Background: an optimization exercise with open tools, aiming at small area, a short achievable clock period and few clock cycles per item. Do not read the settings as production practice. In this exercise RTL edits were held to simulation tests only and were not proved equivalent to the original. Power figures rest on the tool's default switching activity, not on a simulated workload.

// mvm_layer
module mvm_layer (
   input  logic  clk,
   input  logic  reset,
   input  logic  s_valid,
   output logic  s_ready,
   input  logic signed [16-1:0] data_in,
   output logic  m_valid,
   input  logic  m_ready,
   output logic signed [16-1:0] data_out
);
export LEC_CHECK = 0
export CAP_MARGIN = 20
export CORE_MARGIN = 2
export CORE_UTILIZATION = 55
export CTS_CLUSTER_DIAMETER = 80
export CTS_CLUSTER_SIZE = 25
export PLACE_DENSITY = 0.75
export SETUP_SLACK_MARGIN = 4.6
export SLEW_MARGIN = 20
create_clock -name core_clock -period 7.0 [get_ports {clk}]
standard.sh (not shown) runs the stock make flow with config.mk's settings and CLKGATE_MAP_FILE= SYNTH_SCRIPT=/design/flow/synth_recipe.tcl, a recipe that flattens the netlist after the stock synthesis.
==> flow/flow/run.sh <==
#!/bin/bash
# Layout flow: the standard synthesis, then a polarity pass on the full
# adders of the synthesized netlist (flow/polfix.py: a full adder is
# self-dual, so complementing its inputs complements its outputs; choosing
# each adder's polarity removes most inverters between adders), checked
# against the synthesized netlist on random vectors (flow/neteq.py), then the
# standard flow from floorplan to the final layout.
set -euo pipefail
R=orfs/results/${FLOW_PLATFORM}/mvm_layer/base

bash standard.sh synth > synth.log 2>&1

cp $R/1_2_yosys.v $R/1_2_yosys_std.v
python3 flow/polfix.py $R/1_2_yosys_std.v $R/1_2_yosys_pol.v > polfix.log 2>&1
python3 flow/neteq.py $R/1_2_yosys_std.v $R/1_2_yosys_pol.v 40 > neteq.log 2>&1
cp $R/1_2_yosys_pol.v $R/1_2_yosys.v
rm -f $R/1_synth.odb $R/1_synth.sdc

bash standard.sh > layout.log 2>&1
Other scripts of this flow, unchanged in this note and not shown: flow/flow/neteq.py, flow/flow/polfix.py
Testbench counts at the start, summed over its fixed seeds: cycles 5,216, frames 320.
==> next run, changes <==
Settings changed: CORE_UTILIZATION 55 to 40, PLACE_DENSITY 0.75 to 0.6, SETUP_SLACK_MARGIN 4.6 to 4.5.
Utilization drops by 16 points.
Clock-buffer cell count grows by 3.
Wire length rose by 2.9%.
Design area is about the same.
Clock skew is higher by 0.0055 ns.
Power went down by 0.50%.
Worst setup slack got worse by 0.0089 ns.
Worst hold slack barely changes.
Via count came out lower by 2.8%.

* * *

Setup of P:
mvm_layer again, from the RTL that the note above started with.
Settings: LEC_CHECK=0, CAP_MARGIN=20, CORE_MARGIN=2, CORE_UTILIZATION=40, CTS_CLUSTER_DIAMETER=80, CTS_CLUSTER_SIZE=25, PLACE_DENSITY=0.6, SETUP_SLACK_MARGIN=4.7, SLEW_MARGIN=20; clock period 7.0 ns.
Scripts as last shown in full above: flow/flow/run.sh
Other scripts of this flow, unchanged in this note and not shown: flow/flow/neteq.py, flow/flow/polfix.py
Testbench counts of P, summed over its fixed seeds: cycles 5,216, frames 320.
### P -> R
==> flow/config.mk <==
export PLATFORM = sky130hd
export DESIGN_NAME = mvm_layer
export DESIGN_NICKNAME = mvm_layer
export VERILOG_FILES = /design/flow/design.v
export SDC_FILE = /design/flow/constraint.sdc
export NUM_CORES = 4
export LEC_CHECK = 0
export CAP_MARGIN = 20
export CORE_MARGIN = 2
export CORE_UTILIZATION = 50
export CTS_CLUSTER_DIAMETER = 80
export CTS_CLUSTER_SIZE = 25
export PLACE_DENSITY = 0.7
export SETUP_SLACK_MARGIN = 4.6
export SLEW_MARGIN = 20
## What came out
Number of buffers inserted by post-CTS setup repair is lower on R. Going from P to R, number of nets in the finished design shrinks by 38. Delta (R minus P): initial core utilization up 10 points; mean instance size in the synthesized netlist flat; combinational fraction of design power down 0.9 points; utilization up 10 points. Changes observed in R relative to P: multi-input gate share of total cell area went up by 0.65 points; clock network power consumption went up; number of cell instances on the worst register-to-register path down 6.

* * *

run A:
Another version of the RTL of mvm_layer (not shown whole).
Size in the first run: ~2900 cells after synthesis, about 37000 sq um of cells after synthesis.
## mvm_layer
module mvm_layer (
   input  logic  clk,
   input  logic  reset,
   input  logic  s_valid,
   output logic  s_ready,
   input  logic signed [16-1:0] data_in,
   output logic  m_valid,
   input  logic  m_ready,
   output logic signed [16-1:0] data_out
);
   logic                   x_wr;
   logic                   x_load;
   logic [4-1:0] row;
   logic                   take_buf;
   logic                   take_new;
   logic                   buf_wr;
   logic [1:0]             wp;
   logic [1:0]             rp;
   logic [112-1:0]  rom_ctl;
   logic [112-1:0]  ctl;
   logic [8*16-1:0] x;
   logic [16-1:0] result;
   logic [16-2:0] queue [4];    
   logic [16-2:0] dout;
   mvm_control u_control (
      .clk       (clk),
      .reset     (reset),
      .s_valid   (s_valid),
      .m_ready   (m_ready),
      .s_ready   (s_ready),
      .x_wr      (x_wr),
      .x_load    (x_load),
      .row       (row),
      .out_valid (m_valid),
      .take_buf  (take_buf),
      .take_new  (take_new),
      .buf_wr    (buf_wr),
      .wp        (wp),
      .rp        (rp)
   );
   input_buffer u_input_buffer (
      .clk     (clk),
  ...
export LEC_CHECK = 0
export CAP_MARGIN = 20
export CORE_MARGIN = 2
export CORE_UTILIZATION = 40
export PLACE_DENSITY = 0.6
export SETUP_SLACK_MARGIN = 4.3
export SLEW_MARGIN = 20
create_clock -name core_clock -period 7.0 [get_ports {clk}]
Scripts as last shown in full above: flow/flow/run.sh
Other scripts of this flow, unchanged in this note and not shown: flow/flow/neteq.py, flow/flow/polfix.py
Testbench counts of run A, summed over its fixed seeds: cycles 5,216, frames 320.
### run A -> run B
Settings: an added CTS_CLUSTER_SIZE of 25; an added CTS_CLUSTER_DIAMETER of 80; a change of SETUP_SLACK_MARGIN from 4.3 to 4.5.
--- outcome ---
Going from run A to run B, the number of inserted filler cells in the final layout was found to have gone up by 108. The final reports for run B and run A show routability congestion estimate higher in the former. The number of clock-tree buffers in the layout number comes out higher for run A vs run B. Compared with run A, run B instantiates a smaller number of cells.
#### Input delta (run C over run B)
Settings: swapping 4.5 for 4.4 in SETUP_SLACK_MARGIN.
Results
Per the comparison of run C with run B, global-route usage went down; weighted congestion at the end of routability-driven global placement went down; post-layout total power went down. Run C ends up with higher part of the cycle the worst path needs than run B does. Run B completed every stage of the flow, and the final layout passed the timing, DRC and antenna checks. Run C finished end to end and its layout was clean on timing, DRC and antenna. Compared with run B, the router placed fewer vias in run C. Route | run C vs run B | wire shorter in run C.
For run D, these inputs were changed with respect to run C:
Settings: a change of SETUP_SLACK_MARGIN from 4.4 to 4.5; a change of PLACE_DENSITY from 0.6 to 0.75; a change of CORE_UTILIZATION from 40 to 65.
Run D reached the end of the flow, and the finished layout is clean on the timing, DRC and antenna checks. In terms of clock tree skew after final layout, run C and run D differ only marginally. Note that the pin count of the biggest net entering global routing recorded for run C amounts to 1.3 times the value seen in run D. Sequential cell area: run C vs run D, no meaningful difference. Going from run C to run D, total area of multi-input combinational cells grew slightly. Number of antenna violations at the first check in global routing delta for run D relative to run C: 6 higher. A end point of the critical path of data_out[12] is what run D shows, while u_lane.q2_s2_11_5$_DFF_P_ belongs to run C. Cell area after layout delta (run D -> run C): insignificant.

* * *

before:
mvm_layer with an RTL version that a note above also has.
Size: roughly 2700 cells after synthesis.
Settings: LEC_CHECK=0, CAP_MARGIN=20, CORE_MARGIN=2, CORE_UTILIZATION=40, CTS_CLUSTER_DIAMETER=80, CTS_CLUSTER_SIZE=25, PLACE_DENSITY=0.6, SETUP_SLACK_MARGIN=4.6, SLEW_MARGIN=20; clock period 7.0 ns.
Scripts as last shown in full above: flow/flow/run.sh
Other scripts of this flow, unchanged in this note and not shown: flow/flow/neteq.py, flow/flow/polfix.py
Testbench counts of before, summed over its fixed seeds: cycles 5,216, frames 320.
> inputs changed (before -> after)
Settings: ABC_AREA now 1, previously not set.
Notes after the runs:
Diff after..before | wire length of the first global-routing pass | negligible. As far as final count of pins violating max slew goes, before and after are indistinguishable; the numbers are identical. The lower non-clock buffer instance count of the final layout of after and before is in before. Worst reg2reg path depth down 5 in after wrt before. Going from before to after, number of rows created at floorplan comparable, number of antenna violations at the first check in global routing now larger, post-route fraction of the period consumed by the critical path now smaller. after: routed wire length higher than before. Post-synthesis net count, after and before, lower one = before. In the metrics for after and before, the one carrying the higher highest cell delay on the worst timing path is before. Lower post-detailed-route via-to-cell ratio was reported by after, not before.

==> static timing again, ports no longer ideal <==
Ports are ideal in the flow. The routed layouts listed here were re-timed in OpenROAD.
Step 1: set_driving_cell puts a clkbuf_16 on clk and a buf_2 on each other input, an assumption about the parent block.
Step 2 also shifts input and output timing later by t, the mid clock arrival at the registers, as if the neighbouring blocks saw the same clock.
Three values: ideal, step 1, step 2; two values: the first two.
run	t, ns	slack for setup (ns)	worst slew at a driven data input, ns	pins driven straight from the clock port
the first run of note 1	0.655	4.455 / 4.455 / 4.004	0.05	1
the second run of note 1	0.669	4.446 / 4.438 / 3.926	0.04	1
P	0.651	4.526 / 4.463 / 4.205	0.06	1
R	0.657	4.511 / 4.448 / 4.032	0.04	1
run A	0.697	4.284 / 4.279 / 3.711	0.04	1
run B	0.680	4.397 / 4.323 / 3.768	0.05	1
run C	0.673	4.333 / 4.333 / 3.789	0.06	1
run D	0.656	4.344 / 4.280 / 3.777	0.06	1
before	0.671	4.498 / 4.440 / 4.117	0.05	1
after	0.663	4.511 / 4.443 / 4.046	0.05	1
After both steps setup and hold are still met in every run listed. The setup slack of run B, which loses most, moves by -0.074 ns with the drivers and by -0.629 ns with both steps.
